This is an optimization exercise on Yosys and OpenROAD, whose aim is small area, not a production implementation. RTL that was checked went through simulation tests only; none was proved equivalent to the original. Only the layout flow was run in runs 2 and 3; the RTL was not checked for function there. Power figures rest on the tool's default switching activity, not on a simulated workload.

==> flow/design.v <==
`default_nettype none
module averaged_current_sense (
  input  wire logic        clk,
  input  wire logic        rst,
  input  wire logic        s_valid,
  output logic             s_ready,
  input  wire logic [1:0]  s_channel,
  input  wire logic        s_kind,
  input  wire logic [11:0] s_sample,
  output logic             r_valid,
  input  wire logic        r_ready,
  output logic [1:0]       r_channel,
  output logic             r_kind,
  output logic [11:0]      r_average,
  output logic [19:0]      r_current_ma,
  input  wire logic        cfg_we,
  input  wire logic [1:0]  cfg_index,
  input  wire logic [15:0] cfg_data
);
  localparam logic [2:0] ST_CLEAR = 3'd0;
  localparam logic [2:0] ST_IDLE  = 3'd1;
  localparam logic [2:0] ST_SA    = 3'd2;    
  localparam logic [2:0] ST_SB    = 3'd3;    
  localparam logic [2:0] ST_DIV   = 3'd4;
  localparam logic [2:0] ST_MUL0  = 3'd5;    
  localparam logic [2:0] ST_MUL   = 3'd6;
  localparam logic [2:0] ST_OUT   = 3'd7;
  logic [10:0] meas_cnt;
  logic [10:0] cal_cnt;
  logic [11:0] deadband;
  logic [15:0] gain;
  logic [15:0] wdat_lo;    
  logic [15:0] wdat_hi;    
  logic [10:0] cwd_lo;
  logic [10:0] cwd_hi;
  logic [3:0]  cfg_ld;
  assign wdat_lo = cfg_data & ~{16{rst}};
  assign wdat_hi = cfg_data | {16{rst}};
  assign cwd_lo  = cfg_data[10:0] & ~{11{rst}};
  assign cwd_hi  = cfg_data[10:0] | {11{rst}};
  always_comb begin
    for (int i = 0; i < 4; i++) cfg_ld[i] = rst || (cfg_we && cfg_index == 2'(i));
  end
  always_ff @(posedge clk) begin
    if (cfg_ld[0]) meas_cnt <= {cwd_lo[10:7], cwd_hi[6], cwd_lo[5:0]};
    if (cfg_ld[1]) cal_cnt  <= {cwd_lo[10:8], cwd_hi[7:6], cwd_lo[5:4], cwd_hi[3], cwd_lo[2:0]};
    if (cfg_ld[2]) deadband <= {wdat_lo[11:8], wdat_hi[7], wdat_lo[6:5], wdat_hi[4],
                                wdat_lo[3], wdat_hi[2], wdat_lo[1], wdat_hi[0]};
    if (cfg_ld[3]) gain     <= {wdat_lo[15:13], wdat_hi[12], wdat_lo[11], wdat_hi[10],
                                wdat_lo[9:6], wdat_hi[5], wdat_lo[4:3], wdat_hi[2:1], wdat_lo[0]};
  end
  logic [5:0]  pos;
  logic [2:0]  state;
  logic [3:0]  k;         
  logic [1:0]  rch;
  logic        rkind;
  logic [3:0]  idx;
  assign idx = pos[3:0];
  logic at43, at44, at45, at12, at22, at32, at33;
  logic lo12;      
  logic le21;      
  logic w12_23;    
  logic w22_31;    
  logic w22_33;    
  logic w32_43;    
  assign at12   = (pos == 6'd12);
  assign at22   = (pos == 6'd22);
  assign at33   = (pos == 6'd33);
  assign at32   = (pos == 6'd32);
  assign at43   = (pos == 6'd43);
  assign at44   = (pos == 6'd44);
  assign at45   = (pos == 6'd45);
  assign lo12   = (pos < 6'd12);
  assign le21   = (pos <= 6'd21);
  assign w12_23 = (pos >= 6'd12) && (pos <= 6'd23);
  assign w22_31 = (pos >= 6'd22) && (pos <= 6'd31);
  assign w22_33 = (pos >= 6'd22) && (pos <= 6'd33);
  assign w32_43 = (pos >= 6'd32) && (pos <= 6'd43);
  logic [45:0] ring [4];
  logic        hb;        
  logic        wr;        
  logic        wbit;
  logic        clearing;
  assign clearing = (state == ST_CLEAR);
  assign hb       = ring[rch][45];
  always_ff @(posedge clk) begin
    for (int c = 0; c < 4; c++) begin
      ring[c] <= {ring[c][44:0],
                  !clearing && ((wr && rch == 2'(c)) ? wbit : ring[c][45])};
    end
  end
  logic [11:0] q;       
  logic [11:0] rem;     
  logic [7:0]  pl;      
  logic        c;       
  logic        cb;      
  logic        ge;      
  logic        tmp;     
  logic        s_a, s_b, s_ci, s_s, s_co;
  logic [15:0] tgtv;
  logic [10:0] tgt;
  logic        len_hi;
  assign tgt  = rkind ? cal_cnt : meas_cnt;
  always_comb begin
    tgtv = '0;
    tgtv[0] = tgt[10];
    for (int j = 0; j < 10; j++) tgtv[6+j] = tgt[j];
  end
  assign s_a  = hb && !tmp;
  assign s_b  = lo12 && s_sample[idx];
  assign s_ci = at22 ? 1'b1 : ((pos == 6'd0) ? 1'b0 : c);
  assign s_s  = s_a ^ s_b ^ s_ci;
  assign s_co = (s_a & s_b) | (s_ci & (s_a ^ s_b));
  logic        g_a, g_b, g_in, g_out;
  assign g_a   = at32 ? c : s_s;
  assign g_b   = tgtv[idx];
  assign g_in  = at22 ? 1'b1 : ge;
  assign g_out = at32 ? (g_a | (g_in & !g_b)) : ((g_a & !g_b) | (g_in & (g_a | !g_b)));
  logic        d_x, d_d, d_op, d_ci, d_s, d_co;
  assign d_x  = at22 ? cb : rem[0];
  assign d_d  = (pos <= 6'd31) ? hb : ((pos == 6'd32) && tmp);
  assign d_op = d_d ^ q[0];
  assign d_ci = at22 ? q[0] : c;
  assign d_s  = d_x ^ d_op ^ d_ci;
  assign d_co = (d_x & d_op) | (d_ci & (d_x ^ d_op));
  logic        m_q, m_o, m_bi, m_corr, m_bo;
  assign m_q    = q[idx];
  assign m_o    = !hb;
  assign m_bi   = at32 ? 1'b1 : cb;
  assign m_corr = m_q ^ m_o ^ m_bi;
  assign m_bo   = (m_q & m_o) | (m_bi & (m_q ^ m_o));
  logic        p_b, p_in, p_out;
  assign p_b   = deadband[idx];
  assign p_in  = at32 ? 1'b1 : ge;
  assign p_out = (m_corr & !p_b) | (p_in & (m_corr | !p_b));
  logic        t_a, t_b, t_ci, t_s, t_co;
  assign t_a  = rem[0] && (state == ST_MUL) && !at44;
  assign t_b  = m_corr && ge && gain[~k] && (state == ST_MUL) && !at44;
  assign t_ci = at32 ? 1'b0 : c;
  assign t_s  = t_a ^ t_b ^ t_ci;
  assign t_co = (t_a & t_b) | (t_ci & (t_a ^ t_b));
  always_comb begin
    wr   = 1'b0;
    wbit = 1'b0;
    case (state)
      ST_SA: begin
        wr   = at44;
        wbit = rkind;
      end
      ST_SB: begin
        wr   = le21 || w22_31 || at45;
        wbit = at45 ? !ge : s_s;
      end
      ST_MUL0: begin
        wr   = w32_43 && rkind;
        wbit = m_q;
      end
      default: begin
      end
    endcase
  end
  assign s_ready = (state == ST_SB) && at45;
  always_ff @(posedge clk) begin
    if (rst)        pos <= 6'd0;
    else if (at45)  pos <= 6'd0;
    else            pos <= pos + 6'd1;
  end
  always_ff @(posedge clk) begin
    if (rst) begin
      state <= ST_CLEAR;
    end else begin
      case (state)
        ST_CLEAR: if (at45) state <= ST_IDLE;
        ST_IDLE:  if (s_valid && at43) state <= ST_SA;
        ST_SA:    if (at45) state <= ST_SB;
        ST_SB:    if (at45) state <= ge ? ST_DIV : ST_IDLE;
        ST_DIV:   if (at45 && k == 4'd15) state <= ST_MUL0;
        ST_MUL0:  if (at44) state <= ST_MUL;
        ST_MUL:   if (at44 && k == 4'd0) state <= ST_OUT;
        ST_OUT:   if (r_ready) state <= ST_IDLE;
        default:  state <= ST_CLEAR;
      endcase
    end
  end
  always_ff @(posedge clk) begin
    case (state)
      ST_IDLE: begin
        rch   <= s_channel;
        rkind <= s_kind;
      end
      ST_SA: begin
        if (at44) tmp <= hb;                         
        if (at45) tmp <= !hb || (tmp != rkind);      
      end
      ST_SB: begin
        c <= s_co;
        if (w22_31 || at32) ge <= g_out;
        if (w12_23) rem <= {le21 && s_s, rem[11:1]};
        if (at32) tmp <= c;                          
        if (at45) begin
          q[0] <= 1'b1;                              
          k    <= 4'd11;
        end
      end
      ST_DIV: begin
        if (lo12 && idx == k) cb <= hb;
        if (w22_33) begin
          c       <= d_co;
          rem[11] <= d_s;
        end
        if (w22_33 && !at22) rem[10:0] <= rem[11:1];
        if (at33) begin
          q <= {q[10:0], !d_s};
          k <= k - 4'd1;
        end
      end
      ST_MUL0, ST_MUL: begin
        if (w32_43) cb <= m_bo;
        if (w32_43 && state == ST_MUL0) ge <= p_out;
        if (w32_43 || at44) begin
          c   <= t_co;
          rem <= {at44 ? c : t_s, rem[11:1]};
        end
        if (at44) begin
          pl <= {rem[0], pl[7:1]};
          if (state == ST_MUL0) ge <= !rkind && cb && ge;
          else                  k <= k - 4'd1;
        end
      end
      default: begin
      end
    endcase
  end
  assign r_valid      = (state == ST_OUT);
  assign r_channel    = rch;
  assign r_kind       = rkind;
  assign r_average    = q;
  assign r_current_ma = {rem, pl};
endmodule
`default_nettype wire
==> flow/flow/run.sh <==
#!/bin/bash
# Layout flow: the standard.sh with these changes.
#  - Synthesis is the standard flow's synthesis script (synth_recipe.tcl, ORFS synth.tcl) with
#    only ABC's script replaced by flow/abc_area.script, an area-oriented mapping.
#    Flip-flops are mapped before ABC runs, so the registers are the standard ones.
#  - The port buffers are sky130_fd_sc_hd__buf_1 instead of the resizer's pick.
#  - Clock tree synthesis clusters more flip-flops per leaf buffer.
# Each ORFS step writes its own log under orfs/logs; make's output goes to
# standard.log.
set -euo pipefail
here=$PWD

# synthesis script: a copy of ORFS's synth.tcl whose abc call uses our script
sed "s#log_cmd abc {\*}\$abc_args#set abc_args [lreplace \$abc_args 1 1 $here/flow/abc_area.script]; log_cmd abc {*}\$abc_args#" \
  "$FLOW_HOME/scripts/synth.tcl" > "$here/synth_area.tcl"
grep -q "abc_area.script" "$here/synth_area.tcl"
sed "s#source \$::env(SCRIPTS_DIR)/synth.tcl#source $here/synth_area.tcl#" \
  "$here/synth_recipe.tcl" > "$here/synth_recipe_area.tcl"
grep -q "synth_area.tcl" "$here/synth_recipe_area.tcl"
sed "s#SYNTH_SCRIPT=[^ ]*#SYNTH_SCRIPT=$here/synth_recipe_area.tcl#" \
  "$here/standard.sh" > "$here/standard_area.sh"
grep -q "synth_recipe_area.tcl" "$here/standard_area.sh"

export BUFFER_PORTS_ARGS="-buffer_cell sky130_fd_sc_hd__buf_1"
export CTS_ARGS="-sink_clustering_enable -repair_clock_nets -buf_list sky130_fd_sc_hd__clkbuf_16 -sink_clustering_size 33 -sink_clustering_max_diameter 150 -dont_use_dummy_load -root_buf sky130_fd_sc_hd__clkbuf_8"
bash "$here/standard_area.sh" > "$here/standard.log" 2>&1
==> flow/flow/abc_area.script <==
&get -n
&st
&dch -f
&nf -R 1000
&st
&syn2
&dch -f
&nf -R 1000
&st
&syn2
&dch -f
&nf -R 1000
&put
topo
stime -c
==> flow/standard.sh <==
#!/bin/bash
# synth_recipe.tcl (not shown) runs the flow's synth.tcl, then flattens the netlist and writes it again
# the make line also repeats each setting of config.mk as NAME=value (left out here)
make -C /OpenROAD-flow-scripts/flow DESIGN_CONFIG=/design/flow/config.mk WORK_HOME=/design/flow/orfs CLKGATE_MAP_FILE= SYNTH_SCRIPT=/design/flow/synth_recipe.tcl "${@:-finish}"
==> flow/config.mk <==
export PLATFORM = sky130hd
export DESIGN_NAME = averaged_current_sense
export DESIGN_NICKNAME = averaged_current_sense
export VERILOG_FILES = /design/flow/design.v
export SDC_FILE = /design/flow/constraint.sdc
export NUM_CORES = 4
export LEC_CHECK = 0
export CAP_MARGIN = 0
export CORE_MARGIN = 2
export CORE_UTILIZATION = 55
export SLEW_MARGIN = 0
==> flow/constraint.sdc <==
create_clock -name core_clock -period 8.5 [get_ports {clk}]
set_input_delay 1.7000 -clock core_clock [delete_from_list [all_inputs] [get_ports {clk}]]
set_output_delay 1.7000 -clock core_clock [all_outputs]
set_load 0.01 [all_outputs]
==> out/metrics.yaml, run 1 <==
outcome:
  status: "no timing/DRC/antenna violations"
critical_path:
  worst-path-max-fanout: 21
  reg2reg_depth: 9
  crit_chain: "clkinv_1 > ha_1 > and3_1 > and2_0 > buf_1"
  endpoint_kind: "output pin"
  reg2reg_slack_ns: 4.60
  arrival_ns: 2.82
  worst-setup-path-type: "reg2out"
  required_ns: 6.80
  cp_slowest_stage_delay_ns: 1.02
  worstSetupStartpointType: "register"
  worst_path_max_delay_cell: "dfxtp_1"
final_layout:
  final_cells: 825
  final_nets: 688
  drive_gt1_share_pct: 5.65
  fin_area_sq_um: 9350
  final_util_pct: 61.5
  n_antenna_cell: 0
  syn_to_final_growth_pct: 9.67
timing:
  setup_viol: 0
  finalHoldWorstSlack_ns: 0.327
  setup_ws_ns: 3.98
  hold_viol_final: 0
  finalCriticalPeriod_ns: 4.52
  final.setup.tns_ns: 0
  worstMarginPinSlew_ns: 1.17
  fin_crit_sh_pct: 53.2
  maxSlewViolCount: 0
  rsz0062_at_grt: "false"
  clock_skew_ns: 0.0170
  max_slew_margin_pct: 21.9
  clock.fmax_mhz: 221
synthesis:
  ys_seq_elements: 286
  post_synth_num_cell_types: 38
  synthArstFlopShare_pct: 0
  synth_area_sq_um: 8530
  synth-compound-area-share_pct: 4.52
  yosysSeqAreaShare_pct: 78.0
  synth_cells: 545
  synthTopCellsByArea: "dfxtp_1, edfxtp_1, mux4_2"
  yosysWarningCount: 2
  synth_fa_ha_area_share_pct: 1.97
  syn_avg_cell_area_sq_um: 15.7
  synth_top_area_share_pct: 45.3
  synth-simple-area-share_pct: 7.83
  synthFlopType: "dfxtp_1"
  synth_fp_nets: 594
  synth_xor_area_share_pct: 1.23
  synth_top_family_by_area: "simple AND/OR/NAND/NOR gates"
  synth-edff-count: 93
  synth_top_area_cell: "dfxtp_1"
  muxShareOfSynthArea_pct: 5.93
run:
  cap_viol_max_count: 0
routing:
  first_pass_iters: 4
  drt.antenna.violating_nets: 0
  wire_per_inst_um: 17.1
  routed-via-count: 4296
  drt_iter0_drc: 227
  wl_um: 14100
  viasPerCell: 5.21
  post-route-drc-count: 0
power:
  power.total_mw: 2.11
  powerDensity_nw_per_um2: 226
  worst_ir_drop_vdd_v: 0.000231
  p_leak_nw: 3.30
place:
  place_ws_ns: 4.12
  gp_congestion: 0.859
  place_area_sq_um: 9090
  dp_cells: 813
  io_buffers: 74
  hpwl_um: 9660
cts:
  cts_sinks: 286
  clockBufferDepth: 3
  postCtsHoldBufs: 0
  cts_resized: 0
  cts.clk_slew.worst_paths_ns: 0.12
  clock_latency_ns: 0.52
  ctsRootBufferMaster: "clkbuf_8"
  numCtsBuffers: 12
  cts_max_level: 1
  cts_setup_buffers: 0
  cts_tree: "yes"
floorplan:
  design.die.area_sq_um: 16500
  die_h_um: 129
  start_util_pct: 56.1
  rows: 45
  ios: 75
  die_x_um: 129
  core_area_sq_um: 15200
worst_hold_path:
  min_path_type: "reg2reg"
  hold_path_depth: 0
grt:
  grt_util_all_layers_pct: 17.5
  grt_start_max_net_pins: 34
  grt_pass1_wl_um: 22300
  grt_pass1_vias: 4207
  grt_antenna_before_repair: 0
  grt_overflow: 0
cells by family (layout without fill, tap and decap cells):
family | after synthesis | in the layout
compound gates | 62 | 62
fa+ha+maj | 11 | 11
xor+xnor | 12 | 12
mux | 28 | 28
simple gates | 135 | 135
buf+inv | 11 | 103
flops | 286 | 286
state kept, by name, indices dropped and copies added, names as in the netlist, 2 cells and up:
| signal | flops |
|---|---|
| deadband | 12 |
| meas_cnt | 11 |
| ring | 184 |
| pl | 8 |
| k | 4 |
| gain | 16 |
| rch | 2 |
| pos | 6 |
| state | 3 |
| q | 12 |
| cal_cnt | 11 |
| rem | 12 |
area by class of cell:
cell class	count	area [sq um]
multi-input combinational	248	1830
timing repair buffer	80	323
sequential	286	6660
clock buffer	12	267
tap	188	235
inverter	11	41.3
fill	1156	5850
worst paths after layout:
path / from / end
worst max-delay path: pos[1]$_SDFF_PP0_ / s_ready
worst min-delay path: ring[1][14]$_DFF_P_ / ring[1][15]$_DFF_P_
worst max register to register: pos[1]$_SDFF_PP0_ / rem[11]$_DFFE_PP_
worst min register to register: ring[1][14]$_DFF_P_ / ring[1][15]$_DFF_P_
layer usage:
layer | track usage [%] | up-vias | wire length [um]
met5 | 0 | - | 0
met4 | 5.05 | 0 | 342
met3 | 3.41 | 27 | 642
met2 | 27.4 | 95 | 6320
met1 | 25.2 | 2062 | 6830
li1 | - | 2112 | -
cells in the mapped netlist (2+ instances only):
| library cell | n |
|---|---|
| fa_1 | 4 |
| dfxtp_1 | 193 |
| a311oi_1 | 2 |
| nand3_1 | 6 |
| ha_1 | 7 |
| o31ai_1 | 2 |
| and3_1 | 5 |
| or2_0 | 12 |
| a31oi_1 | 6 |
| o21ai_0 | 18 |
| and2_0 | 7 |
| a22oi_1 | 2 |
| nor4_1 | 2 |
| nor3_1 | 5 |
| xnor2_1 | 8 |
| nand2_1 | 32 |
| nor2_1 | 35 |
| nand3b_1 | 2 |
| a21oi_1 | 15 |
| nand2b_1 | 3 |
| nor2b_1 | 20 |
| a211oi_1 | 5 |
| o21bai_1 | 5 |
| edfxtp_1 | 93 |
| xor2_1 | 4 |
| mux4_2 | 18 |
| mux2i_1 | 10 |
| nand4_1 | 4 |
| clkinv_1 | 11 |
cell usage in the layout (no fill, tap or decap), types with 7 or more instances in the layout:
cell / count
buf_1: 74
nor2_1: 35
nand2_1: 32
nor2b_1: 20
edfxtp_1: 93
o21ai_0: 18
mux2i_1: 10
mux4_2: 18
or2_0: 12
clkbuf_16: 9
and2_0: 7
xnor2_1: 8
a21oi_1: 15
ha_1: 7
dfxtp_1: 193
clkinv_1: 11
power by group:
group	leakage [nW]	switching [mW]	total (mW)	internal, mW
combinational	0.729	0.0406	0.0787	0.0381
sequential	2.44	0.0145	1.45	1.43
clock	0.132	0.359	0.584	0.225
total	3.30	0.414	2.11	1.70
critical path, delay by kind of cell (launching register included):
kind          cells  cell delay (ns)
buf+inv           2             0.47
simple gates      2             0.52
flops             1             1.02
fa+ha+maj         1             0.29
==> run 2: changes to the inputs <==
--- a/flow/design.v
+++ b/flow/design.v
@@ -96,7 +96,7 @@
   logic        cb;      
   logic        ge;      
   logic        tmp;     
-  logic        s_a, s_b, s_ci, s_s, s_co;
+  logic        s_a, s_b, s_ci, s_s;
   logic [15:0] tgtv;
   logic [10:0] tgt;
   logic        len_hi;
@@ -109,20 +109,16 @@
   assign s_a  = hb && !tmp;
   assign s_b  = lo12 && s_sample[idx];
   assign s_ci = at22 ? 1'b1 : ((pos == 6'd0) ? 1'b0 : c);
-  assign s_s  = s_a ^ s_b ^ s_ci;
-  assign s_co = (s_a & s_b) | (s_ci & (s_a ^ s_b));
   logic        g_a, g_b, g_in, g_out;
   assign g_a   = at32 ? c : s_s;
   assign g_b   = tgtv[idx];
   assign g_in  = at22 ? 1'b1 : ge;
   assign g_out = at32 ? (g_a | (g_in & !g_b)) : ((g_a & !g_b) | (g_in & (g_a | !g_b)));
-  logic        d_x, d_d, d_op, d_ci, d_s, d_co;
+  logic        d_x, d_d, d_op, d_ci, d_s;
   assign d_x  = at22 ? cb : rem[0];
   assign d_d  = (pos <= 6'd31) ? hb : ((pos == 6'd32) && tmp);
   assign d_op = d_d ^ q[0];
   assign d_ci = at22 ? q[0] : c;
-  assign d_s  = d_x ^ d_op ^ d_ci;
-  assign d_co = (d_x & d_op) | (d_ci & (d_x ^ d_op));
   logic        m_q, m_o, m_bi, m_corr, m_bo;
   assign m_q    = q[idx];
   assign m_o    = !hb;
@@ -133,12 +129,23 @@
   assign p_b   = deadband[idx];
   assign p_in  = at32 ? 1'b1 : ge;
   assign p_out = (m_corr & !p_b) | (p_in & (m_corr | !p_b));
-  logic        t_a, t_b, t_ci, t_s, t_co;
+  logic        t_a, t_b, t_ci, t_s;
   assign t_a  = rem[0] && (state == ST_MUL) && !at44;
   assign t_b  = m_corr && ge && gain[~k] && (state == ST_MUL) && !at44;
   assign t_ci = at32 ? 1'b0 : c;
-  assign t_s  = t_a ^ t_b ^ t_ci;
-  assign t_co = (t_a & t_b) | (t_ci & (t_a ^ t_b));
+  logic        u_a, u_b, u_ci, u_s, u_co;
+  always_comb begin
+    case (state)
+      ST_SB:   begin u_a = s_a; u_b = s_b;  u_ci = s_ci; end
+      ST_DIV:  begin u_a = d_x; u_b = d_op; u_ci = d_ci; end
+      default: begin u_a = t_a; u_b = t_b;  u_ci = t_ci; end
+    endcase
+  end
+  assign u_s  = u_a ^ u_b ^ u_ci;
+  assign u_co = (u_a & u_b) | (u_ci & (u_a ^ u_b));
+  assign s_s  = u_s;
+  assign d_s  = u_s;
+  assign t_s  = u_s;
   always_comb begin
     wr   = 1'b0;
     wbit = 1'b0;
@@ -160,6 +167,7 @@
     endcase
   end
   assign s_ready = (state == ST_SB) && at45;
+  always_ff @(posedge clk) c <= u_co;
   always_ff @(posedge clk) begin
     if (rst)        pos <= 6'd0;
     else if (at45)  pos <= 6'd0;
@@ -193,7 +201,6 @@
         if (at45) tmp <= !hb || (tmp != rkind);      
       end
       ST_SB: begin
-        c <= s_co;
         if (w22_31 || at32) ge <= g_out;
         if (w12_23) rem <= {le21 && s_s, rem[11:1]};
         if (at32) tmp <= c;                          
@@ -204,10 +211,7 @@
       end
       ST_DIV: begin
         if (lo12 && idx == k) cb <= hb;
-        if (w22_33) begin
-          c       <= d_co;
-          rem[11] <= d_s;
-        end
+        if (w22_33) rem[11] <= d_s;
         if (w22_33 && !at22) rem[10:0] <= rem[11:1];
         if (at33) begin
           q <= {q[10:0], !d_s};
@@ -217,10 +221,7 @@
       ST_MUL0, ST_MUL: begin
         if (w32_43) cb <= m_bo;
         if (w32_43 && state == ST_MUL0) ge <= p_out;
-        if (w32_43 || at44) begin
-          c   <= t_co;
-          rem <= {at44 ? c : t_s, rem[11:1]};
-        end
+        if (w32_43 || at44) rem <= {t_s, rem[11:1]};
         if (at44) begin
           pl <= {rem[0], pl[7:1]};
           if (state == ST_MUL0) ge <= !rkind && cb && ge;
==> flow/flow/abc_area.script (replaced) <==
strash
dch -f
amap
strash
dch -f
amap
topo
stime -c
--- a/flow/config.mk
+++ b/flow/config.mk
@@ -5,7 +5,7 @@
 export SDC_FILE = /design/flow/constraint.sdc
 export NUM_CORES = 4
 export LEC_CHECK = 0
-export CAP_MARGIN = 0
+export CAP_MARGIN = 20
 export CORE_MARGIN = 2
-export CORE_UTILIZATION = 55
-export SLEW_MARGIN = 0
+export CORE_UTILIZATION = 40
+export SLEW_MARGIN = 20
==> run 2 against run 1 <==
  * Non-clock buffer count fell by 3
  * Via count rose by 13%
  * Synthesized cell count rose by 12%
  * Routed wire length rose by 17%
  * Largest power group unchanged
  * Die area rose by 35%
  * Clock skew rose by 0.022 ns
  * Sequential cell count did not move
  * Critical path depth rose by 9
  * Core utilization fell by 17 points
==> out/metrics.yaml, run 2 <==
outcome:
  status: "no timing/DRC/antenna violations"
routing:
  routed-via-count: 4874  # +13%
  wl_um: 16600  # +17%
  drt.antenna.violating_nets: 0  # unchanged
  drt_iter0_drc: 442  # +95%
  wire_per_inst_um: 17.1  # -0.48%
  post-route-drc-count: 0  # unchanged
  first_pass_iters: 7  # +3
  viasPerCell: 5.01  # -3.8%
power:
  combPwrFrac_pct: 10.1  # +6.4 points
  p_leak_nw: 3.26  # -1.2%
  switching_power_uw: 581  # +40%
  clkPwrFrac_pct: 24.6  # -3.1 points
  power.internal_mw: 1.80  # +6.3%
  power.total_mw: 2.39  # +13%
  powerDensity_nw_per_um2: 254  # +13%
  p_seq_share_pct: 65.3  # -3.3 points
  switching_share_pct: 24.4  # +4.8 points
  worst_ir_drop_vdd_v: 0.000145  # -37%
synthesis:
  synth_fa_ha_area_share_pct: 1.51  # -0.46 points
  synth_cells: 609  # +12%
  synth-compound-area-share_pct: 10.7  # +6.2 points
  synth_fp_nets: 656  # +10%
  synth_xor_area_share_pct: 0.104  # -1.1 points
  synthFlopType: "dfxtp_1"
  synth_top_area_share_pct: 45.9  # +0.60 points
  yosysMostFrequentCell: "dfxtp_1"
  yosysWarningCount: 2  # unchanged
  synthArstFlopShare_pct: 0  # unchanged
  synth-simple-area-share_pct: 6.85  # -0.99 points
  syn_avg_cell_area_sq_um: 13.9  # -11%
  synth_top_cells_by_count: "dfxtp_1, edfxtp_1, nor2_1, clkinv_1, nand2_1"
  yosysSeqAreaShare_pct: 78.5  # +0.50 points
  synthTopCellsByArea: "dfxtp_1, edfxtp_1, nor2_1"
  synth_top_family_by_area: "compound AO/OA/AOI/OAI gates"
  synth_top_area_cell: "dfxtp_1"
  muxShareOfSynthArea_pct: 0  # -5.9 points
  synth_area_sq_um: 8460  # -0.79%
  post_synth_num_cell_types: 36  # -5.3%
  synth-edff-count: 92  # -1.1%
  ys_seq_elements: 286  # unchanged
floorplan:
  rows: 53  # +18%
  design.die.area_sq_um: 22300  # +35%
  die_x_um: 149  # +16%
  die_h_um: 149  # +16%
  ios: 75  # unchanged
  start_util_pct: 40.5  # -16 points
  core_area_sq_um: 20900  # +37%
timing:
  worstMarginPinSlew_ns: 1.00  # -0.169 ns
  setup_viol: 0  # unchanged
  final.setup.tns_ns: 0  # unchanged
  maxSlewViolCount: 0  # unchanged
  clock_skew_ns: 0.0394  # +0.0224 ns
  finalHoldWorstSlack_ns: 0.329  # +0.00195 ns
  fin_crit_sh_pct: 63.9  # +11 points
  clock.fmax_mhz: 184  # -17%
  hold_viol_final: 0  # unchanged
  finalCriticalPeriod_ns: 5.43  # +0.915 ns
  rsz0062_at_grt: "false"
  max_slew_margin_pct: 31.5  # +9.7 points
cts:
  postCtsHoldBufs: 0  # unchanged
  cts_resized: 0  # unchanged
  cts_setup_buffers: 0  # unchanged
  numCtsBuffers: 12  # unchanged
  cts_max_level: 1  # unchanged
  clockBufferDepth: 3  # unchanged
  cts.clk_slew.worst_paths_ns: 0.12  # about the same
  cts_tree: "yes"
  cts_sinks: 286  # unchanged
  ctsRootBufferMaster: "clkbuf_8"
  clock_latency_ns: 0.52  # about the same
critical_path:
  endpoint_kind: "register"
  path_buf_inv: 3  # +1
  worst-path-max-fanout: 29  # +38%
  worst_path_max_delay_cell: "dfxtp_1"
  crit_top_cell: "clkinv_1"
  arrival_ns: 5.81  # +2.99 ns
  cpLargestDelayFamily: "compound AO/OA/AOI/OAI gates"
  required_ns: 8.87  # +2.07 ns
  worst-setup-path-type: "reg2reg"
  crit_chain: "clkinv_1 > a22oi_1 > o22a_1 > o32a_1 > o21ai_0 > fa_1 > clkinv_1 > nor4_1 > a221o_1 > fa_1 > clkinv_1 > o32ai_1 > a221oi_1 > a211oi_1"
  worstSetupStartpointType: "register"
  cp_slowest_stage_delay_ns: 0.97  # -0.05 ns
place:
  io_buffers: 74  # unchanged
  dp_cells: 961  # +18%
  hpwl_um: 11500  # +19%
  gp_congestion: 0.852  # -0.75%
  place_area_sq_um: 9110  # +0.28%
final_layout:
  final_common_cell: "dfxtp_1"
  final_nets: 747  # +8.6%
  fin_area_sq_um: 9380  # +0.27%
  top_regs: "ring x184, gain x16"
  drive_gt1_share_pct: 2.29  # -3.4 points
  final_cells: 973  # +18%
  final-seq-area_sq_um: 6650  # -0.15%
  multi_input_area_sq_um: 1630  # -11%
  final_cell_mix: "dfxtp_1, edfxtp_1, buf_1, nor2_1, clkinv_1"
  syn_to_final_growth_pct: 10.8
  largest_reg_flops: 184  # unchanged
  regMostFlops: "ring"
  n_antenna_cell: 0  # unchanged
  n_fill_cell: 1884  # +63%
grt:
  grt_util_all_layers_pct: 15.0  # -2.5 points
  grt_overflow: 0  # unchanged
  grt_pass1_vias: 4747  # +13%
  grt_antenna_before_repair: 0  # unchanged
  grt_pass1_wl_um: 26200  # +18%
  grt_start_max_net_pins: 34  # unchanged
worst_hold_path:
  min_path_type: "reg2reg"
run:
  cap_viol_max_count: 0  # unchanged
run 2: cell count changes in the layout (fill, tap and decap cells not counted), sizes merged, moves of 6 or more:
cell	previous run	this run
o221ai	0	6
xnor2	8	0
mux2i	10	0
nor2	35	60
a22oi	2	10
o22ai	1	29
mux4	18	0
and2	7	0
clkinv	11	52
nor2b	20	7
or2	12	5
o22a	0	11
run 2: path summary, 6_finish.rpt:
check	from	to	slack (ns)	cells past startpoint
worst max-delay path	pos[0]$_SDFF_PP0_	ring[0][0]$_DFF_P_	3.07	14
worst min register to register	ring[2][30]$_DFF_P_	ring[2][31]$_DFF_P_	0.33	0
worst min-delay path	ring[2][30]$_DFF_P_	ring[2][31]$_DFF_P_	0.33	0
worst max register to register	pos[0]$_SDFF_PP0_	ring[0][0]$_DFF_P_	3.07	14
run 2: power by group through the flow:
stage | clock [mW] | sequential, mW | combinational [mW]
global route | 0.661 | 1.57 | 0.269
global placement | 0 | 1.59 | 0.240
detailed placement | 0 | 1.59 | 0.239
finish | 0.588 | 1.56 | 0.241
CTS | 0.613 | 1.56 | 0.241
floorplan | 0 | 1.58 | 0.145
run 2: area by class of cell:
type	instances	area share [%]
Clock buffer	12	2.84
Sequential cell	286	70.9
Inverter	52	2.08
Tap cell	275	3.67
Multi-Input combinational cell	271	17.3
Timing Repair Buffer	77	3.20
run 2: kinds of logic (layout without fill, tap and decap cells):
kind of cell	count (synthesis)	count (layout)
AOI/OAI and AO/OA	126	126
xor gates and xnor gates	1	1
adders and majority gates	9	9
buffers and inverters	52	141
DFF	286	286
and+or+nand+nor	135	135
run 2: stage by stage:
step	setup slack [ns]	utilization [%]
2_1_floorplan	4.16	-
3_5_place_dp	3.13	43.6
6_report	3.07	44.9
4_1_cts	3.05	44.9
5_1_grt	2.55	44.9
3_3_place_gp	3.31	43.6
run 2: metal layers:
| layer | share of wire, % | vias up | global-route usage [%] | wire length [um] |
|---|---|---|---|---|
| met5 | 0 | - | 0 | 0 |
| met4 | 2.1 | 0 | 4.00 | 355 |
| met3 | 5.7 | 20 | 2.41 | 945 |
| met2 | 44 | 143 | 23.4 | 7370 |
| met1 | 48 | 2347 | 21.9 | 7930 |
| li1 | - | 2364 | - | - |
run 2: worst register-to-register path, delay by kind of cell (launching register included):
family	cells	cell delay, ns
adders and majority gates	2	0.99
and+or+nand+nor	1	0.29
AOI/OAI and AO/OA	8	1.86
buffers and inverters	3	1.17
DFF	1	0.97
==> run 3: changes to the inputs <==
--- a/flow/flow/run.sh
+++ b/flow/flow/run.sh
@@ -22,5 +22,5 @@
 grep -q "synth_recipe_area.tcl" "$here/standard_area.sh"
 
 export BUFFER_PORTS_ARGS="-buffer_cell sky130_fd_sc_hd__buf_1"
-export CTS_ARGS="-sink_clustering_enable -repair_clock_nets -buf_list sky130_fd_sc_hd__clkbuf_16 -sink_clustering_size 33 -sink_clustering_max_diameter 150 -dont_use_dummy_load -root_buf sky130_fd_sc_hd__clkbuf_8"
+export CTS_ARGS="-sink_clustering_enable -repair_clock_nets -buf_list sky130_fd_sc_hd__clkbuf_16 -sink_clustering_size 33 -sink_clustering_max_diameter 150 -dont_use_dummy_load -root_buf sky130_fd_sc_hd__clkbuf_8 -tree_buf sky130_fd_sc_hd__clkbuf_4"
 bash "$here/standard_area.sh" > "$here/standard.log" 2>&1
==> run 3 against run 2 <==
  * Still clean on timing, DRC and antenna
  * Core utilization unchanged
  * First-iteration DRC count stayed put
  * Global-route usage unchanged
  * Clock power is essentially flat
  * Total power unchanged
  * Register-to-register slack about the same
  * Clock skew unchanged
  * Fmax is the same
  * Cell area unchanged
  * Via count did not move
  * Critical path type unchanged
==> out/metrics.yaml, run 3 <==
synthesis:
  synth_cells: 609  # unchanged
  synth_fp_nets: 656  # unchanged
  yosysMostFrequentCell: "dfxtp_1"
  synth_top_cells_by_count: "dfxtp_1, edfxtp_1, nor2_1, clkinv_1, nand2_1"
  synthTopCellsByArea: "dfxtp_1, edfxtp_1, nor2_1"
  synth_top_area_share_pct: 45.9  # unchanged
  post_synth_num_cell_types: 36  # unchanged
  synth-edff-count: 92  # unchanged
  synth_top_area_cell: "dfxtp_1"
  synthArstFlopShare_pct: 0  # unchanged
  ys_seq_elements: 286  # unchanged
  yosysWarningCount: 2  # unchanged
  yosysSeqAreaShare_pct: 78.5  # unchanged
  synth_area_sq_um: 8460  # unchanged
  synthFlopType: "dfxtp_1"
  syn_avg_cell_area_sq_um: 13.9  # unchanged
critical_path:
  arrival_ns: 5.81  # about the same
  cp_slowest_stage_delay_ns: 0.97  # about the same
  cpLargestDelayFamily: "compound AO/OA/AOI/OAI gates"
  worstSetupStartpointType: "register"
  worst_path_max_delay_cell: "dfxtp_1"
  path_buf_inv: 3  # unchanged
  crit_top_cell: "clkinv_1"
  worst-path-max-fanout: 29  # unchanged
  crit_chain: "clkinv_1 > a22oi_1 > o22a_1 > o32a_1 > o21ai_0 > fa_1 > clkinv_1 > nor4_1 > a221o_1 > fa_1 > clkinv_1 > o32ai_1 > a221oi_1 > a211oi_1"
  worst-setup-path-type: "reg2reg"
  endpoint_kind: "register"
  required_ns: 8.87  # about the same
cts:
  cts_resized: 0  # unchanged
  ctsRootBufferMaster: "clkbuf_8"
  clock_latency_ns: 0.52  # about the same
  cts.clk_slew.worst_paths_ns: 0.12  # about the same
  numCtsBuffers: 12  # unchanged
  postCtsHoldBufs: 0  # unchanged
  cts_max_level: 1  # unchanged
  cts_sinks: 286  # unchanged
  clockBufferDepth: 3  # unchanged
  cts_setup_buffers: 0  # unchanged
  cts_tree: "yes"
place:
  gp_congestion: 0.852  # unchanged
  io_buffers: 74  # unchanged
  hpwl_um: 11500  # unchanged
grt:
  grt_util_all_layers_pct: 15.0  # unchanged
  grt-busiest-layer: "met2"
  use_met1_pct: 21.9  # unchanged
  use_met2_pct: 23.4  # unchanged
  grt_overflow: 0  # unchanged
  grtUsageMet3_pct: 2.41  # unchanged
  grt_antenna_before_repair: 0  # unchanged
  grt_pass1_wl_um: 26200  # unchanged
  grt_pass1_vias: 4747  # unchanged
  grt_start_max_net_pins: 34  # unchanged
floorplan:
  start_util_pct: 40.5  # unchanged
  design.die.area_sq_um: 22300  # unchanged
  die_x_um: 149  # unchanged
  ios: 75  # unchanged
  rows: 53  # unchanged
  die_h_um: 149  # unchanged
  core_area_sq_um: 20900  # unchanged
final_layout:
  syn_to_final_growth_pct: 10.8  # unchanged
  final_common_cell: "dfxtp_1"
  top_regs: "ring x184, gain x16"
  n_antenna_cell: 0  # unchanged
  final_util_pct: 44.9  # unchanged
  final_cell_mix: "dfxtp_1, edfxtp_1, buf_1, nor2_1, clkinv_1"
  drive_gt1_share_pct: 2.29  # unchanged
  largest_reg_flops: 184  # unchanged
  regMostFlops: "ring"
  final_nets: 747  # unchanged
timing:
  setup_viol: 0  # unchanged
  maxSlewViolCount: 0  # unchanged
  rsz0062_at_grt: "false"
  clock.fmax_mhz: 184  # unchanged
  hold_viol_final: 0  # unchanged
  fin_crit_sh_pct: 63.9  # unchanged
  worstMarginPinSlew_ns: 1.00  # unchanged
  final.setup.tns_ns: 0  # unchanged
  clock_skew_ns: 0.0394  # unchanged
  max_slew_margin_pct: 31.5  # unchanged
  finalHoldWorstSlack_ns: 0.329  # unchanged
  finalCriticalPeriod_ns: 5.43  # unchanged
routing:
  routed-via-count: 4874  # unchanged
  drt_iter0_drc: 442  # unchanged
  first_pass_iters: 7  # unchanged
  viasPerCell: 5.01  # unchanged
  drt.antenna.violating_nets: 0  # unchanged
  post-route-drc-count: 0  # unchanged
  wire_per_inst_um: 17.1  # unchanged
  wl_um: 16600  # unchanged
power:
  powerDensity_nw_per_um2: 254  # unchanged
  p_leak_nw: 3.26  # unchanged
  power.total_mw: 2.39  # unchanged
  worst_ir_drop_vdd_v: 0.000145  # unchanged
worst_hold_path:
  min_path_type: "reg2reg"
run:
  cap_viol_max_count: 0  # unchanged
outcome:
  status: "no timing/DRC/antenna violations"
==> run 3: routing by layer <==
| metal | vias to the layer above | wire, um | part of all wire [%] |
|---|---|---|---|
| met3 | 20 | 945 | 5.7 |
| met4 | 0 | 355 | 2.1 |
| met2 | 143 | 7370 | 44 |
| met1 | 2347 | 7930 | 48 |
| li1 | 2364 | - | - |
| met5 | - | 0 | 0 |
==> run 3: logic make-up after synthesis <==
| logic type | Yosys count | synth area share [%] |
|---|---|---|
| DFF | 286 | 78.5 |
| buffers and inverters | 52 | 2.31 |
| and+or+nand+nor | 135 | 6.85 |
| AOI/OAI and AO/OA | 126 | 10.7 |
| adders and majority gates | 9 | 1.51 |
| xor gates and xnor gates | 1 | 0.104 |
==> run 3: worst register-to-register path, delay by kind of cell, from the launching register on <==
family / cells / cell delay, ns
AND/OR/NAND/NOR: 1 / 0.29
adder cells (fa/ha/maj): 2 / 0.99
flip-flops: 1 / 0.97
AO/OA/AOI/OAI: 8 / 1.86
buffers and inverters: 3 / 1.17
==> run 3: stage by stage <==
stage               cell area (sq um)  cells  worst slack [ns]
detailed placement               9110    961              3.13
global route                     9380    973              2.55
CTS                              9380    973              3.05
finish                           9380    973              3.07
global placement                 9110    961              3.31
floorplan                        8460    609              4.16
==> run 3: power by group <==
group          leakage [nW]  internal [mW]  switching [mW]
registers              2.44           1.50          0.0572
clock network         0.132          0.225           0.363
logic                 0.688         0.0794           0.162
==> run 3: path summary, 6_finish.rpt <==
kind	startpoint	end	slack, ns	cells after the start
setup / recovery	pos[0]$_SDFF_PP0_	ring[0][0]$_DFF_P_	3.07	14
hold / removal	ring[2][30]$_DFF_P_	ring[2][31]$_DFF_P_	0.33	0
setup reg to reg	pos[0]$_SDFF_PP0_	ring[0][0]$_DFF_P_	3.07	14
hold reg to reg	ring[2][30]$_DFF_P_	ring[2][31]$_DFF_P_	0.33	0
==> run 3: final cells by class <==
class	instances	area, sq um
tap	275	344
sequential	286	6650
inverter	52	195
multi-input combinational	271	1630
timing repair buffer	77	300
fill	1884	11500
clock buffer	12	267
==> run 4: changes to the inputs <==
--- a/flow/design.v
+++ b/flow/design.v
@@ -93,7 +93,6 @@
   logic [11:0] rem;     
   logic [7:0]  pl;      
   logic        c;       
-  logic        cb;      
   logic        ge;      
   logic        tmp;     
   logic        s_a, s_b, s_ci, s_s;
@@ -115,14 +114,14 @@
   assign g_in  = at22 ? 1'b1 : ge;
   assign g_out = at32 ? (g_a | (g_in & !g_b)) : ((g_a & !g_b) | (g_in & (g_a | !g_b)));
   logic        d_x, d_d, d_op, d_ci, d_s;
-  assign d_x  = at22 ? cb : rem[0];
+  assign d_x  = at22 ? ge : rem[0];
   assign d_d  = (pos <= 6'd31) ? hb : ((pos == 6'd32) && tmp);
   assign d_op = d_d ^ q[0];
   assign d_ci = at22 ? q[0] : c;
   logic        m_q, m_o, m_bi, m_corr, m_bo;
   assign m_q    = q[idx];
   assign m_o    = !hb;
-  assign m_bi   = at32 ? 1'b1 : cb;
+  assign m_bi   = at32 ? 1'b1 : tmp;
   assign m_corr = m_q ^ m_o ^ m_bi;
   assign m_bo   = (m_q & m_o) | (m_bi & (m_q ^ m_o));
   logic        p_b, p_in, p_out;
@@ -210,7 +209,7 @@
         end
       end
       ST_DIV: begin
-        if (lo12 && idx == k) cb <= hb;
+        if (lo12 && idx == k) ge <= hb;
         if (w22_33) rem[11] <= d_s;
         if (w22_33 && !at22) rem[10:0] <= rem[11:1];
         if (at33) begin
@@ -219,12 +218,12 @@
         end
       end
       ST_MUL0, ST_MUL: begin
-        if (w32_43) cb <= m_bo;
+        if (w32_43) tmp <= m_bo;
         if (w32_43 && state == ST_MUL0) ge <= p_out;
         if (w32_43 || at44) rem <= {t_s, rem[11:1]};
         if (at44) begin
           pl <= {rem[0], pl[7:1]};
-          if (state == ST_MUL0) ge <= !rkind && cb && ge;
+          if (state == ST_MUL0) ge <= !rkind && tmp && ge;
           else                  k <= k - 4'd1;
         end
       end
--- a/flow/flow/run.sh
+++ b/flow/flow/run.sh
@@ -22,5 +22,5 @@
 grep -q "synth_recipe_area.tcl" "$here/standard_area.sh"
 
 export BUFFER_PORTS_ARGS="-buffer_cell sky130_fd_sc_hd__buf_1"
-export CTS_ARGS="-sink_clustering_enable -repair_clock_nets -buf_list sky130_fd_sc_hd__clkbuf_16 -sink_clustering_size 33 -sink_clustering_max_diameter 150 -dont_use_dummy_load -root_buf sky130_fd_sc_hd__clkbuf_8 -tree_buf sky130_fd_sc_hd__clkbuf_4"
+export CTS_ARGS="-sink_clustering_enable -repair_clock_nets -buf_list sky130_fd_sc_hd__clkbuf_16 -sink_clustering_size 32 -sink_clustering_max_diameter 90 -dont_use_dummy_load -root_buf sky130_fd_sc_hd__clkbuf_8"
 bash "$here/standard_area.sh" > "$here/standard.log" 2>&1
==> run 4 against run 3 <==
  * Cell area about the same
  * Non-clock buffer count decreased by 1
  * Die area decreased by 0.24%
  * Core utilization about the same
  * Synthesized cell count increased by 0.33%
  * Critical path depth unchanged
  * Sequential cell count decreased by 1
  * Register-to-register slack got worse by 0.20 ns
  * Via count increased by 0.29%
  * Combinational power about the same
  * Synthesized area decreased by 0.25%
  * First-iteration DRC count increased by 1.4%
  * Critical path type unchanged
  * Critical endpoint is now ge$_DFFE_PP_
==> out/metrics.yaml, run 4 <==
cts:
  cts.clk_slew.worst_paths_ns: 0.10  # -0.02 ns
  cts_resized: 0  # unchanged
  cts_tree: "yes"
  cts_setup_buffers: 0  # unchanged
  postCtsHoldBufs: 0  # unchanged
  ctsRootBufferMaster: "clkbuf_8"
  cts_sinks: 285  # -0.35%
  cts_max_level: 1  # unchanged
  clockBufferDepth: 3  # unchanged
  numCtsBuffers: 13  # +1
  clock_latency_ns: 0.52  # about the same
place:
  hpwl_um: 11000  # -4.2%
  io_buffers: 74  # unchanged
  gp_congestion: 0.906  # +6.3%
grt:
  grt_pass1_vias: 4712  # -0.74%
  grt_overflow: 0  # unchanged
  grt_antenna_before_repair: 0  # unchanged
  grt_start_max_net_pins: 33  # -2.9%
  grt_util_all_layers_pct: 14.5  # -0.48 points
  grt_pass1_wl_um: 25500  # -2.7%
critical_path:
  cpLargestDelayFamily: "compound AO/OA/AOI/OAI gates"
  required_ns: 8.73  # -0.14 ns
  worst-path-max-fanout: 29  # unchanged
  worstSetupStartpointType: "register"
  arrival_ns: 5.87  # +0.06 ns
  reg2reg_slack_ns: 2.87  # -0.20 ns
  r2r-end: "ge$_DFFE_PP_"
  path_buf_inv: 1  # -2
  endpoint_kind: "register"
  crit_chain: "clkinv_1 > a221oi_1 > a21oi_1 > o221ai_1 > fa_1 > nor4_1 > a311o_1 > fa_1 > a211oi_1 > a311oi_1 > o221ai_1 > a31oi_1 > a221oi_1 > o21ai_0"
  reg2reg_depth: 14  # unchanged
  cp_slowest_stage_delay_ns: 0.97  # about the same
  worst_path_max_delay_cell: "dfxtp_1"
  r2r-start: "pos[0]$_SDFF_PP0_"
  worst-setup-path-type: "reg2reg"
floorplan:
  ios: 75  # unchanged
  rows: 53  # unchanged
  die_h_um: 149  # -0.12%
  design.die.area_sq_um: 22300  # -0.24%
  start_util_pct: 40.4  # -0.10 points
  die_x_um: 149  # -0.12%
  core_area_sq_um: 20900  # unchanged
synthesis:
  synth_cells: 611  # +0.33%
  post_synth_num_cell_types: 36  # unchanged
  yosysSeqAreaShare_pct: 78.4  # -0.16 points
  synthArstFlopShare_pct: 0  # unchanged
  synth_fa_ha_area_share_pct: 1.66  # +0.15 points
  yosysMostFrequentCell: "dfxtp_1"
  muxShareOfSynthArea_pct: 0  # unchanged
  synth_fp_nets: 659  # +0.46%
  ys_seq_elements: 285  # -0.35%
  synthTopCellsByArea: "dfxtp_1, edfxtp_1, nor2_1"
  yosysWarningCount: 2  # unchanged
  synth_top_family_by_area: "compound AO/OA/AOI/OAI gates"
  synth_top_cells_by_count: "dfxtp_1, edfxtp_1, nor2_1, clkinv_1, nand2_1"
  synth-simple-area-share_pct: 7.41  # +0.57 points
  syn_avg_cell_area_sq_um: 13.8  # -0.58%
  synth_top_area_cell: "dfxtp_1"
  synth-edff-count: 91  # -1.1%
  synth-compound-area-share_pct: 10.2  # -0.51 points
  synth_xor_area_share_pct: 0  # -0.10 points
  synthFlopType: "dfxtp_1"
  synth_area_sq_um: 8440  # -0.25%
  synth_top_area_share_pct: 46.0  # +0.12 points
final_layout:
  final_nets: 750  # +0.40%
  final_common_cell: "dfxtp_1"
  top_regs: "ring x184, gain x16"
  syn_to_final_growth_pct: 11.1
  final-seq-area_sq_um: 6620  # -0.45%
  regMostFlops: "ring"
  n_antenna_cell: 0  # unchanged
  largest_reg_flops: 184  # unchanged
  final_cell_mix: "dfxtp_1, edfxtp_1, buf_1, nor2_1, clkinv_1"
  n_fill_cell: 1873  # -0.58%
  multi_input_area_sq_um: 1630  # +0.31%
  drive_gt1_share_pct: 2.29  # -0.0065 points
outcome:
  status: "no timing/DRC/antenna violations"
routing:
  viasPerCell: 5.01  # about the same
  first_pass_iters: 5  # -2
  wl_um: 16200  # -2.7%
  wire_per_inst_um: 16.6  # -2.9%
  routed-via-count: 4888  # +0.29%
  drt.antenna.violating_nets: 0  # unchanged
  post-route-drc-count: 0  # unchanged
  drt_iter0_drc: 448  # +1.4%
worst_hold_path:
  min_to: "ring[0][44]$_DFF_P_"
  min_path_type: "reg2reg"
  min_from: "ring[0][43]$_DFF_P_"
  hold_path_depth: 0  # unchanged
timing:
  final.setup.tns_ns: 0  # unchanged
  finalHoldWorstSlack_ns: 0.308  # -0.0209 ns
  fin_crit_sh_pct: 66.3  # +2.4 points
  worstMarginPinSlew_ns: 1.02  # +0.0158 ns
  hold_viol_final: 0  # unchanged
  maxSlewViolCount: 0  # unchanged
  rsz0062_at_grt: "false"
  clock_skew_ns: 0.0633  # +0.0239 ns
  clock.fmax_mhz: 177  # -3.6%
  max_slew_margin_pct: 32.2  # +0.67 points
  setup_viol: 0  # unchanged
  finalCriticalPeriod_ns: 5.63  # +0.202 ns
power:
  switching_power_uw: 566  # -2.7%
  power.total_mw: 2.35  # -1.4%
  power.internal_mw: 1.79  # -1.0%
  combPwrFrac_pct: 10.3  # +0.2 points
  clkPwrFrac_pct: 25.9  # +1.3 points
  powerDensity_nw_per_um2: 251  # -1.4%
  worst_ir_drop_vdd_v: 0.000136  # -6.3%
  p_seq_share_pct: 63.8  # -1.5 points
  switching_share_pct: 24.0  # -0.32 points
  p_leak_nw: 3.26  # about the same
run:
  cap_viol_max_count: 0  # unchanged
[run 4: cell types whose count changed in the layout (fill, tap and decap cells not counted), moves of 3 or more]
cell	previous run	this run
nor3_1	10	14
o22a_1	11	7
a31oi_1	3	6
nand3_1	10	7
nor2_1	60	63
o22ai_1	29	26
[run 4: final cells by class]
type                    count  share of cell area (%)
clock buffers              13                    3.11
multi-input cells         273                    17.4
repair buffers             76                    3.12
inverters                  53                    2.12
flip-flops and latches    285                    70.6
well taps                 275                    3.67
[run 4: worst register-to-register path: stages (launching register included)]
cell and delay (ns):
dfxtp_1 0.97, clkinv_1 0.94, a221oi_1 0.47, a21oi_1 0.08, o221ai_1 0.40, fa_1 0.53, nor4_1 0.31, a311o_1 0.25
fa_1 0.52, a211oi_1 0.28, a311oi_1 0.07, o221ai_1 0.12, a31oi_1 0.10, a221oi_1 0.23, o21ai_0 0.14
[run 4: logic make-up after synthesis]
group	count (synthesis)
flip-flops	285
AND/OR/NAND/NOR	143
AO/OA/AOI/OAI	120
buffers and inverters	53
adder cells (fa/ha/maj)	10
[run 4: how the worst max path moves through the flow]
stage                            startpoint           end  slack (ns)  cells past startpoint
after floorplan           pos[0]$_SDFF_PP0_  ge$_DFFE_PP_        4.00                     14
after CTS                 pos[0]$_SDFF_PP0_  ge$_DFFE_PP_        2.85                     14
final                     pos[0]$_SDFF_PP0_  ge$_DFFE_PP_        2.87                     14
after global placement    pos[0]$_SDFF_PP0_  ge$_DFFE_PP_        3.18                     14
after detailed placement  pos[0]$_SDFF_PP0_  ge$_DFFE_PP_        2.84                     14
after global routing      pos[0]$_SDFF_PP0_  ge$_DFFE_PP_        2.46                     14
[run 4: per-layer routing]
metal	wire [um]	global-route usage (%)
met5	0	0
met3	884	2.39
met2	6960	21.7
met4	390	4.33
met1	7910	21.8
[run 4: power groups by stage]
stage | clock [mW] | sequential [mW] | combinational (mW)
5_1_grt | 0.681 | 1.51 | 0.270
3_5_place_dp | 0 | 1.53 | 0.238
4_1_cts | 0.633 | 1.50 | 0.240
3_3_place_gp | 0 | 1.53 | 0.234
6_report | 0.608 | 1.50 | 0.242
2_1_floorplan | 0 | 1.52 | 0.161
[run 4: through the flow]
stage               cells  cell area [sq um]  util, %  setup WS, ns
detailed placement    962               9080     43.5          2.84
finish                975               9380     44.9          2.87
global route          975               9380     44.9          2.46
floorplan             611               8440        -          4.00
global placement      962               9080     43.5          3.18
CTS                   975               9380     44.9          2.85
==> run 5: changes to the inputs <==
--- a/flow/flow/run.sh
+++ b/flow/flow/run.sh
@@ -22,5 +22,5 @@
 grep -q "synth_recipe_area.tcl" "$here/standard_area.sh"
 
 export BUFFER_PORTS_ARGS="-buffer_cell sky130_fd_sc_hd__buf_1"
-export CTS_ARGS="-sink_clustering_enable -repair_clock_nets -buf_list sky130_fd_sc_hd__clkbuf_16 -sink_clustering_size 32 -sink_clustering_max_diameter 90 -dont_use_dummy_load -root_buf sky130_fd_sc_hd__clkbuf_8"
+export CTS_ARGS="-sink_clustering_enable -repair_clock_nets -buf_list sky130_fd_sc_hd__clkbuf_16 -sink_clustering_size 30 -sink_clustering_max_diameter 150 -dont_use_dummy_load -root_buf sky130_fd_sc_hd__clkbuf_8"
 bash "$here/standard_area.sh" > "$here/standard.log" 2>&1
==> run 5 against run 4 <==
  * Total power is essentially flat
  * Synthesized area stayed put
  * Global-route usage is essentially flat
  * Non-clock buffer count unchanged
  * Largest cell class unchanged
  * Largest power group unchanged
  * Highest routed layer unchanged
==> out/metrics.yaml, run 5 <==
outcome:
  status: "no timing/DRC/antenna violations"
synthesis:
  synth-edff-count: 91  # unchanged
  yosysMostFrequentCell: "dfxtp_1"
  synthTopCellsByArea: "dfxtp_1, edfxtp_1, nor2_1"
  ys_seq_elements: 285  # unchanged
  syn_avg_cell_area_sq_um: 13.8  # unchanged
  synth_cells: 611  # unchanged
  synth_area_sq_um: 8440  # unchanged
  synthFlopType: "dfxtp_1"
  synth_top_cells_by_count: "dfxtp_1, edfxtp_1, nor2_1, clkinv_1, nand2_1"
  yosysSeqAreaShare_pct: 78.4  # unchanged
  synth_top_area_cell: "dfxtp_1"
  synth_top_area_share_pct: 46.0  # unchanged
  synth_fp_nets: 659  # unchanged
  synthArstFlopShare_pct: 0  # unchanged
  yosysWarningCount: 2  # unchanged
  post_synth_num_cell_types: 36  # unchanged
routing:
  wire_per_inst_um: 16.6  # +0.15%
  top_layer: "met4"
  m1WireLength_um: 7990  # +0.96%
  routed-wl-met2_um: 6940  # -0.40%
  drt.antenna.violating_nets: 0  # unchanged
  post-route-drc-count: 0  # unchanged
  first_pass_iters: 5  # unchanged
  drt_iter0_drc: 453  # +1.1%
  viasPerCell: 5.05  # +0.74%
  wl_met3_um: 870  # -1.6%
  wl_um: 16200  # +0.15%
  routed-via-count: 4924  # +0.74%
critical_path:
  worstSetupStartpointType: "register"
  reg2reg_slack_ns: 2.80  # -0.06 ns
  worst-setup-path-type: "reg2reg"
  worst-path-max-fanout: 29  # unchanged
  required_ns: 8.76  # +0.03 ns
  endpoint_kind: "register"
  arrival_ns: 5.96  # +0.09 ns
final_layout:
  final_common_cell: "dfxtp_1"
  drive_gt1_share_pct: 2.29  # unchanged
  largest_reg_flops: 184  # unchanged
  top_regs: "ring x184, gain x16"
  final_cell_mix: "dfxtp_1, edfxtp_1, buf_1, nor2_1, clkinv_1"
  syn_to_final_growth_pct: 11.1  # unchanged
  n_antenna_cell: 0  # unchanged
  regMostFlops: "ring"
  fin_area_sq_um: 9380  # unchanged
  final_nets: 750  # unchanged
power:
  switching_share_pct: 24.1  # about the same
  power.internal_mw: 1.79  # about the same
  switching_power_uw: 566  # +0.13%
  worst_ir_drop_vdd_v: 0.000109  # -20%
  clkPwrFrac_pct: 25.9  # about the same
  p_leak_nw: 3.26  # unchanged
  powerDensity_nw_per_um2: 251  # about the same
  p_seq_share_pct: 63.8  # about the same
  combPwrFrac_pct: 10.3  # about the same
floorplan:
  die_x_um: 149  # unchanged
  core_area_sq_um: 20900  # unchanged
  ios: 75  # unchanged
  design.die.area_sq_um: 22300  # unchanged
  rows: 53  # unchanged
  die_h_um: 149  # unchanged
  start_util_pct: 40.4  # unchanged
grt:
  grt_pass1_wl_um: 25500  # -0.22%
  grt_overflow: 0  # unchanged
  grt_start_max_net_pins: 31  # -6.1%
  grt_antenna_before_repair: 0  # unchanged
  grt_util_all_layers_pct: 14.6  # +0.045 points
  grt_pass1_vias: 4663  # -1.0%
timing:
  finalCriticalPeriod_ns: 5.70  # +0.0632 ns
  fin_crit_sh_pct: 67.0  # +0.74 points
  clock.fmax_mhz: 176  # -1.1%
  maxSlewViolCount: 0  # unchanged
  clock_skew_ns: 0.0501  # -0.0133 ns
  setup_viol: 0  # unchanged
  hold_viol_final: 0  # unchanged
  worstMarginPinSlew_ns: 1.02  # -0.000518 ns
  rsz0062_at_grt: "false"
  final.setup.tns_ns: 0  # unchanged
  max_slew_margin_pct: 32.1  # -0.058 points
place:
  place_area_sq_um: 9080  # unchanged
  gp_congestion: 0.906  # unchanged
  io_buffers: 74  # unchanged
  hpwl_um: 11000  # unchanged
cts:
  numCtsBuffers: 13  # unchanged
  cts_resized: 0  # unchanged
  cts_max_level: 1  # unchanged
  ctsRootBufferMaster: "clkbuf_8"
  cts_setup_buffers: 0  # unchanged
  clockBufferDepth: 3  # unchanged
  postCtsHoldBufs: 0  # unchanged
  cts_tree: "yes"
  clock_latency_ns: 0.52  # about the same
  cts_sinks: 285  # unchanged
  cts.clk_slew.worst_paths_ns: 0.11  # about the same
run:
  cap_viol_max_count: 0  # unchanged
worst_hold_path:
  min_path_type: "reg2reg"
-- run 5: cell counts after synthesis --
Identical to the previous run, type by type.
-- run 5: logic make-up after synthesis --
kind of cell | count (synthesis) | synth area share (%)
AO/OA/AOI/OAI | 120 | 10.2
adder cells (fa/ha/maj) | 10 | 1.66
buffers and inverters | 53 | 2.36
flip-flops | 285 | 78.4
AND/OR/NAND/NOR | 143 | 7.41
-- run 5: cell type report --
class,count,area [sq um]
inverter,53,199
clock buffer,13,292
fill,1872,11500
sequential,285,6620
multi-input combinational,273,1630
tap,275,344
timing repair buffer,76,293
-- run 5: power by group through the flow --
| stage | registers, mW | clock network (mW) | logic (mW) |
|---|---|---|---|
| 2_1_floorplan | 1.52 | 0 | 0.161 |
| 3_3_place_gp | 1.53 | 0 | 0.234 |
| 3_5_place_dp | 1.53 | 0 | 0.238 |
| 4_1_cts | 1.50 | 0.637 | 0.240 |
| 5_1_grt | 1.51 | 0.683 | 0.270 |
| 6_report | 1.50 | 0.608 | 0.243 |
-- run 5: worst paths after layout --
path | from | cells past startpoint | endpoint
hold / removal | ring[0][26]$_DFF_P_ | 0 | ring[0][27]$_DFF_P_
setup reg to reg | pos[0]$_SDFF_PP0_ | 14 | ge$_DFFE_PP_
hold reg to reg | ring[0][26]$_DFF_P_ | 0 | ring[0][27]$_DFF_P_
setup / recovery | pos[0]$_SDFF_PP0_ | 14 | ge$_DFFE_PP_
-- run 5: critical path, stage by stage, from the launching register on --
cell and delay, ns:
dfxtp_1 1.01, clkinv_1 0.95, a221oi_1 0.47, a21oi_1 0.08
o221ai_1 0.39, fa_1 0.53, nor4_1 0.29, a311o_1 0.25
fa_1 0.52, a211oi_1 0.28, a311oi_1 0.07, o221ai_1 0.12
a31oi_1 0.10, a221oi_1 0.23, o21ai_0 0.14
-- run 5: metal layers --
metal | global-route usage, % | vias to the layer above
met4 | 4.76 | 0
met3 | 2.26 | 31
met2 | 21.6 | 168
met1 | 21.9 | 2364
li1 | - | 2361
met5 | 0 | -
-- run 5: through the flow --
stage               hold slack (ns)  cells  setup slack [ns]  util (%)  total power, mW
floorplan                     0.310    611              4.00         -             1.68
global placement              0.312    962              3.18      43.5             1.76
detailed placement            0.312    962              2.84      43.5             1.77
CTS                           0.323    975              2.80      44.9             2.38
global route                  0.330    975              2.41      44.9             2.46
finish                        0.332    975              2.80      44.9             2.35

[separate check: timing with driven ports]
In the flow no input, the clock included, has a driving cell. The finished layouts below were timed again as built, in two steps. Step 1: set_driving_cell puts a clkbuf_16 on clk and a buf_2 on each other input, an assumption about the parent block. Step 2, shift: input delay + t, output delay - t, t = (earliest + latest rising clock arrival at the registers) / 2. This alone moves slack from input paths to output paths. Slacks: ideal ports / drivers / drivers and shift; pairs: ideal ports / drivers.
run | t, ns | slack for setup (ns) | worst slew at a driven data input, ns
run 1 | 0.539 | 3.982 / 3.946 / 4.104 | 0.04
run 2 | 0.538 | 3.068 / 3.068 / 3.068 | 0.04
run 3 | 0.538 | 3.068 / 3.068 / 3.068 | 0.04
run 4 | 0.530 | 2.865 / 2.865 / 2.865 | 0.03
run 5 | 0.533 | 2.802 / 2.802 / 2.802 | 0.03
After both steps setup and hold are still met in every run listed.
